From an optimization exercise on the open Yosys and OpenROAD flow, aimed at small area, a short achievable clock period and few clock cycles per item; shortcuts taken in it are not production practice. Where RTL was checked, it was by simulation tests only, not by an equivalence proof against the original. No activity file was given, so power comes from the tool's default toggle rates.

## 10-22
==> flow/design.v (excerpt) <==
module bit_vector_last_one_query_core (
	input  logic                           clk,
	input  logic                           arst_n,
	input  logic                           in_valid,
	output logic                           in_stall,
	input  logic [bvlq_pkg::FUNC_W-1:0]    func,
	input  logic                           bit_value,
	input  logic [bvlq_pkg::POS_W-1:0]     query_pos,
	output logic                           out_valid,
	input  logic                           out_stall,
	output logic [bvlq_pkg::POS_W-1:0]     last_one_pos,
	output logic                           found,
	output logic [bvlq_pkg::STAT_W-1:0]    status
);
	localparam int unsigned NR = bvlq_pkg::NUM_ROWS;
	localparam int unsigned BB = bvlq_pkg::BLOCK_BITS;
	localparam int unsigned OW = bvlq_pkg::OFF_W;
	localparam int unsigned BW = bvlq_pkg::BLK_W;
	localparam int unsigned NG = BB / 8;
	localparam int unsigned GW = $clog2(NG);
	logic hold_q;    
	logic stall_q;   
	logic run_ab;
  ...
For scale: ~3,000 cells after synthesis, about 1,300 flip-flops, about 49,000 µm² of cells after synthesis.
clock: 10.0 ns
lec_check: 0
cap_margin: 20
core_margin: 2
core_utilization: 35
setup_slack_margin: 5
slew_margin: 20
synth_memory_max_bits: 8192
standard.sh (not shown) runs the stock make flow with config.mk's settings and CLKGATE_MAP_FILE= SYNTH_SCRIPT=/design/flow/synth_recipe.tcl, a recipe that flattens the netlist after the stock synthesis.
==> flow/flow/run.sh <==
#!/bin/bash
set -euo pipefail
MARGIN=$(cat flow/margin.txt)
CTS=$(cat flow/cts_args.txt)
bash standard.sh SETUP_SLACK_MARGIN="$MARGIN" "CTS_ARGS=$CTS" finish > make_finish.log 2>&1
==> flow/flow/cts_args.txt <==
-sink_clustering_enable -repair_clock_nets -dont_use_dummy_load -sink_clustering_size 24 -sink_clustering_max_diameter 90
==> flow/flow/margin.txt <==
6.5
Modified inputs, 06-02 compared to 10-22
diff --git a/flow/design.v b/flow/design.v
--- a/flow/design.v
+++ b/flow/design.v
@@ -136,35 +136,46 @@
 	logic            bnd_q;      
 	bvlq_pkg::blk_t  tblk_q;     
 	bvlq_pkg::word_t tail_q;     
 	logic a_go;
 	logic is_app, is_set, is_qry;
 	logic full;
 	logic app_ok, set_ok;
-	bvlq_pkg::off_t  app_off;
+	bvlq_pkg::off_t  app_off, set_off;
 	logic [bvlq_pkg::STAT_W-1:0] a_stat;
 	logic            a_rng;
 	logic            a_qv;
 	bvlq_pkg::pos_t  a_pm1;
 	bvlq_pkg::blk_t  a_blk;
 	logic            a_tail;
 	assign a_go   = a_valid_q && run_ab;
 	assign is_app = (a_func_q == bvlq_pkg::FUNC_APPEND);
 	assign is_set = (a_func_q == bvlq_pkg::FUNC_SET);
 	assign is_qry = (a_func_q == bvlq_pkg::FUNC_QUERY);
 	assign full   = len_q[bvlq_pkg::POS_W-1];
 	assign app_ok = a_go && is_app && !full;
 	assign set_ok = a_go && is_set && !empty_q;
-	logic commit;
-	assign commit = app_ok && bnd_q;
-	bvlq_pkg::rows_t wr;
-	for (genvar k = 0; k < NR; k++) begin : g_wr
-		assign wr[k] = commit && (tblk_q == bvlq_pkg::blk_t'(k));
+	logic            bnd_n, full_n;
+	bvlq_pkg::blk_t  tblk_n;
+	bvlq_pkg::rows_t wr_q;
+	assign bnd_n  = app_ok ? (len_q[OW-1:0] == '1) : bnd_q;
+	assign full_n = app_ok ? (len_q == bvlq_pkg::pos_t'(bvlq_pkg::MAX_BITS - 1)) : full;
+	assign tblk_n = app_ok ? len_q[bvlq_pkg::POS_W-2:OW] : tblk_q;
+	always_ff @(posedge clk or negedge arst_n) begin
+		if (!arst_n) begin
+			wr_q <= '0;
+		end else if (run_ab) begin
+			for (int k = 0; k < NR; k++) begin
+				wr_q[k] <= in_valid && (func == bvlq_pkg::FUNC_APPEND) && bnd_n && !full_n
+					&& (tblk_n == bvlq_pkg::blk_t'(k));
+			end
+		end
 	end
 	assign app_off = len_q[OW-1:0];
+	assign set_off = len_q[OW-1:0] - bvlq_pkg::off_t'(1);
 	assign a_rng  = (a_pos_q > len_q);
 	assign a_pm1  = a_pos_q - bvlq_pkg::pos_t'(1);
 	assign a_blk  = a_pm1[bvlq_pkg::POS_W-2:OW];
 	assign a_tail = (a_blk == tblk_q);
 	assign a_qv   = is_qry && (a_pos_q != '0) && !a_rng;
 	always_comb begin
 		a_stat = bvlq_pkg::ST_OK;
@@ -181,30 +192,29 @@
 		end else if (app_ok) begin
 			len_q   <= len_q + bvlq_pkg::pos_t'(1);
 			empty_q <= 1'b0;
 			bnd_q   <= (len_q[OW-1:0] == '1);
 			tblk_q  <= len_q[bvlq_pkg::POS_W-2:OW];
 		end
 	end
-	bvlq_pkg::word_t tail_dec;
 	for (genvar i = 0; i < BB; i++) begin : g_tail
-		assign tail_dec[i] = (app_off == bvlq_pkg::off_t'(i));
 		always_ff @(posedge clk) begin
-			if ((app_ok && tail_dec[i]) || (set_ok && tail_dec[(i + 1) % BB])) begin
+			if ((app_ok && (app_off == bvlq_pkg::off_t'(i)))
+			    || (set_ok && (set_off == bvlq_pkg::off_t'(i)))) begin
 				tail_q[i] <= a_bit_q;
 			end
 		end
 	end
 	bvlq_pkg::rows_t nz;
 	bvlq_pkg::blk_t  ptop_addr;
 	bvlq_pkg::off_t  ptop;
 	bvlq_pkg::word_t pdata;
 	bvlq_store u_store (
 		.clk   (clk),
-		.we    (wr),
+		.we    (wr_q & {NR{run_ab}}),
 		.wdata (tail_q),
 		.rsel  (b_sel_q),
 		.rdata (pdata),
 		.nz    (nz),
 		.taddr (ptop_addr),
 		.rtop  (ptop)
 	);
==> comparison <==
Diff 10-22 -> 06-02: total power held, number of hold-slack violations in the final timing report held, sequential share of cell area went up 0.29 points, area of the mapped netlist went up about 1.6%.
06-02 reports a lower share of the clock period used by the worst path than 10-22 does.
For count of placed standard cells in the final layout, fillers left out, 06-02 and 10-22 come out practically identical.
Re area fraction in and, or, nand and nor cells after synthesis: 10-22 and 06-02 aren't equal, and the lower value belongs to 06-02.
06-02 — final area about 0.6% higher, 10-22 as reference
Testbench counts of 06-02, summed over its fixed seeds: cycles 12,832, items 12,800.
Only the layout flow was run in 10-22; the RTL was not checked for function there.

the previous run:
bit_vector_last_one_query_core, a different RTL version from the one above (not shown whole).
Size: roughly 1300 flip-flops, about 34 I/O pins, about 49000 sq um of cells after synthesis.
==> flow/config.mk <==
export PLATFORM = sky130hd
export DESIGN_NAME = bit_vector_last_one_query_core
export DESIGN_NICKNAME = bit_vector_last_one_query_core
export VERILOG_FILES = /design/flow/design.v
export SDC_FILE = /design/flow/constraint.sdc
export NUM_CORES = 4
export LEC_CHECK = 0
export CAP_MARGIN = 20
export CORE_MARGIN = 2
export CORE_UTILIZATION = 35
export SETUP_SLACK_MARGIN = 5
export SLEW_MARGIN = 20
export SYNTH_MEMORY_MAX_BITS = 8192
==> flow/constraint.sdc <==
create_clock -name core_clock -period 10.0 [get_ports {clk}]
set_input_delay 2.0000 -clock core_clock [delete_from_list [all_inputs] [get_ports {clk}]]
set_output_delay 2.0000 -clock core_clock [all_outputs]
set_load 0.01 [all_outputs]
==> flow/flow/margin.txt <==
6.75
Scripts as last shown in full above: flow/flow/run.sh, flow/flow/cts_args.txt
Testbench counts of the previous run, summed over its fixed seeds: cycles 12,832, items 12,800.
### the previous run -> the current run
diff --git a/flow/design.v b/flow/design.v
--- a/flow/design.v
+++ b/flow/design.v
@@ -185,45 +185,45 @@
 			bnd_q   <= (len_q[OW-1:0] == '1);
 			tblk_q  <= len_q[bvlq_pkg::POS_W-2:OW];
 		end
 	end
 	for (genvar i = 0; i < BB; i++) begin : g_tail
 		always_ff @(posedge clk) begin
 			if ((app_ok && (app_off == bvlq_pkg::off_t'(i)))
 			    || (set_ok && (set_off == bvlq_pkg::off_t'(i)))) begin
 				tail_q[i] <= a_bit_q;
 			end
 		end
 	end
-	logic                        b_valid_q;
-	logic [bvlq_pkg::STAT_W-1:0] b_stat_q;
-	logic                        b_qv_q;
-	logic                        b_tail_q;
-	bvlq_pkg::blk_t              b_blk_q;
-	bvlq_pkg::rows_t             b_sel_q;
-	bvlq_pkg::off_t              b_off_q;
 	bvlq_pkg::rows_t nz;
 	bvlq_pkg::blk_t  ptop_addr;
 	bvlq_pkg::off_t  ptop;
 	bvlq_pkg::word_t pdata;
 	bvlq_store u_store (
 		.clk   (clk),
 		.we    (wr),
 		.wdata (tail_q),
 		.rsel  (b_sel_q),
 		.rdata (pdata),
 		.nz    (nz),
 		.taddr (ptop_addr),
 		.rtop  (ptop)
 	);
+	logic                        b_valid_q;
+	logic [bvlq_pkg::STAT_W-1:0] b_stat_q;
+	logic                        b_qv_q;
+	logic                        b_tail_q;
+	bvlq_pkg::blk_t              b_blk_q;
+	bvlq_pkg::rows_t             b_sel_q;
+	bvlq_pkg::off_t              b_off_q;
 	always_ff @(posedge clk or negedge arst_n) begin
 		if (!arst_n) begin
 			b_valid_q <= 1'b0;
 		end else if (run_ab) begin
 			b_valid_q <= a_valid_q;
 		end
 	end
 	always_ff @(posedge clk) begin
 		if (run_ab) begin
 			b_stat_q <= a_stat;
 			b_qv_q   <= a_qv;
 			b_tail_q <= a_tail;
Diff the previous run -> the current run: multiplexer share of the synthesized area flat; buffer share of cell area now sits at about the same level; global-route met1 utilization saw little to no change; overall power after layout has remained practically unchanged; final cell count comparable. Taking the previous run as the reference, in the current run clock-buffer cell count stayed essentially flat, number of maximum-capacitance constraint violations held. From the previous run to the current run the numbers moved as follows: cell area comparable, total setup violations reported at the end of the flow comparable, met3 layer usage reported by global route comparable. Diff the current run..the previous run | buffer and inverter count on the worst path | unchanged.
Testbench counts of the current run, summed over its fixed seeds: cycles 12,832, items 12,800.

== before ==
bit_vector_last_one_query_core, a different RTL version from the one above (not shown whole).
For scale: about 50,000 um^2 of cells after synthesis.
clock: 10.0 ns
lec_check: 0
cap_margin: 20
core_margin: 2
core_utilization: 35
setup_slack_margin: 5
slew_margin: 20
synth_memory_max_bits: 8192
==> flow/flow/margin.txt <==
6.5
Scripts as last shown in full above: flow/flow/run.sh, flow/flow/cts_args.txt
Testbench counts of before, summed over its fixed seeds: cycles 13,033, items 12,800.
## Diff of input files: after against before
--- a/flow/design.v
+++ b/flow/design.v
@@ -208,15 +208,13 @@
 	logic                        b_valid_q;
 	logic [bvlq_pkg::STAT_W-1:0] b_stat_q;
 	logic                        b_qv_q;
 	logic                        b_tail_q;
 	bvlq_pkg::blk_t              b_blk_q;
 	bvlq_pkg::rows_t             b_sel_q;
-	logic [NG-1:0]               b_glt_q;    
-	logic [NG-1:0]               b_geq_q;    
-	logic [7:0]                  b_lle_q;    
+	bvlq_pkg::off_t              b_off_q;
 	always_ff @(posedge clk or negedge arst_n) begin
 		if (!arst_n) begin
 			b_valid_q <= 1'b0;
 		end else if (run_ab) begin
 			b_valid_q <= a_valid_q;
 		end
@@ -227,29 +225,32 @@
 			b_qv_q   <= a_qv;
 			b_tail_q <= a_tail;
 			b_blk_q  <= a_blk;
 			for (int k = 0; k < NR; k++) begin
 				b_sel_q[k] <= a_qv && !a_tail && (a_blk == bvlq_pkg::blk_t'(k));
 			end
-			for (int g = 0; g < NG; g++) begin
-				b_glt_q[g] <= (GW'(g) < a_pm1[OW-1:3]);
-				b_geq_q[g] <= (GW'(g) == a_pm1[OW-1:3]);
-			end
-			for (int l = 0; l < 8; l++) begin
-				b_lle_q[l] <= (3'(l) <= a_pm1[2:0]);
-			end
+			b_off_q  <= a_pm1[OW-1:0];
 		end
 	end
 	bvlq_pkg::rows_t d_h_q;
 	bvlq_pkg::word_t b_word, b_mask;
 	assign psel   = fix_q ? d_h_q : b_sel_q;
 	assign b_word = pdata | (tail_q & {BB{b_tail_q && !fix_q}});
+	logic [NG-1:0] b_glt, b_geq;
+	logic [7:0]    b_lle;
 	always_comb begin
 		for (int g = 0; g < NG; g++) begin
+			b_glt[g] = (GW'(g) < b_off_q[OW-1:3]);
+			b_geq[g] = (GW'(g) == b_off_q[OW-1:3]);
+		end
+		for (int l = 0; l < 8; l++) begin
+			b_lle[l] = (3'(l) <= b_off_q[2:0]);
+		end
+		for (int g = 0; g < NG; g++) begin
 			for (int l = 0; l < 8; l++) begin
-				b_mask[8*g+l] = fix_q || b_glt_q[g] || (b_geq_q[g] && b_lle_q[l]);
+				b_mask[8*g+l] = fix_q || b_glt[g] || (b_geq[g] && b_lle[l]);
 			end
 		end
 	end
 	logic [NG-1:0] b_ghit;
 	logic [NG-1:0][2:0] b_gidx;
 	for (genvar g = 0; g < NG; g++) begin : g_grp
Findings:
- after finished every step from synthesis to the final layout, and the layout passed the timing, design-rule and antenna checks.
- Diff before and after: area after synthesis lower in after
- Looking at before and after, the fraction of area in registers is a wash.
- before → after: core utilization essentially unchanged; area share of buffers outside the clock network essentially unchanged; x dimension of the die decreased about 0.7%; final critical-path required period increased 100 ps; fraction of layout instances using a drive strength above 1 decreased 0.59 points.
- Diff before and after: pre-CTS worst setup slack higher in after
- after supports a lower top clock frequency than before.
- Measured against each other, before and after differ in slew of the pin with the lowest slew margin, the higher figure coming from before.
- Startpoint of the worst setup timing path = b_off_q[0]: after; startpoint of the worst setup timing path = fix_q: before
- Wire length on met2 shrinks slightly when moving from before to after.
No functional check of the RTL was part of after.

-- static timing again, ports no longer ideal --
Ports are ideal in the flow. The routed layouts listed here were re-timed in OpenROAD. Step 1, drivers: a clkbuf_16 drives clk and a buf_2 each remaining input, both assumed. Step 2, shift: input delay + t, output delay - t, t = (earliest + latest rising clock arrival at the registers) / 2. This alone moves slack from input paths to output paths. Three values: ideal, step 1, step 2; two values: the first two.
| run | t (ns) | slack for setup (ns) | hold slack, ns | worst data-port slew with drivers (ns) | pins driven straight from the clock port |
|---|---|---|---|---|---|
| 10-22 | 0.764 | 6.441 / 6.441 / 6.441 | 0.426 / 0.426 / 0.426 | 0.04 | 1 |
| 06-02 | 0.757 | 6.570 / 6.511 / 5.907 | 0.432 / 0.432 / 0.432 | 0.05 | 1 |
| the previous run | 0.736 | 6.658 / 6.584 / 6.477 | 0.416 / 0.416 / 0.416 | 0.03 | 1 |
| the current run | 0.736 | 6.658 / 6.584 / 6.477 | 0.416 / 0.416 / 0.416 | 0.03 | 1 |
| before | 0.774 | 6.411 / 6.411 / 6.411 | 0.413 / 0.413 / 0.413 | 0.03 | 1 |
| after | 0.764 | 6.310 / 6.310 / 5.974 | 0.427 / 0.427 / 0.427 | 0.03 | 1 |
After both steps setup and hold are still met in every run listed. The setup slack of 06-02, which loses most, moves by -0.059 ns with the drivers and by -0.663 ns with both steps.
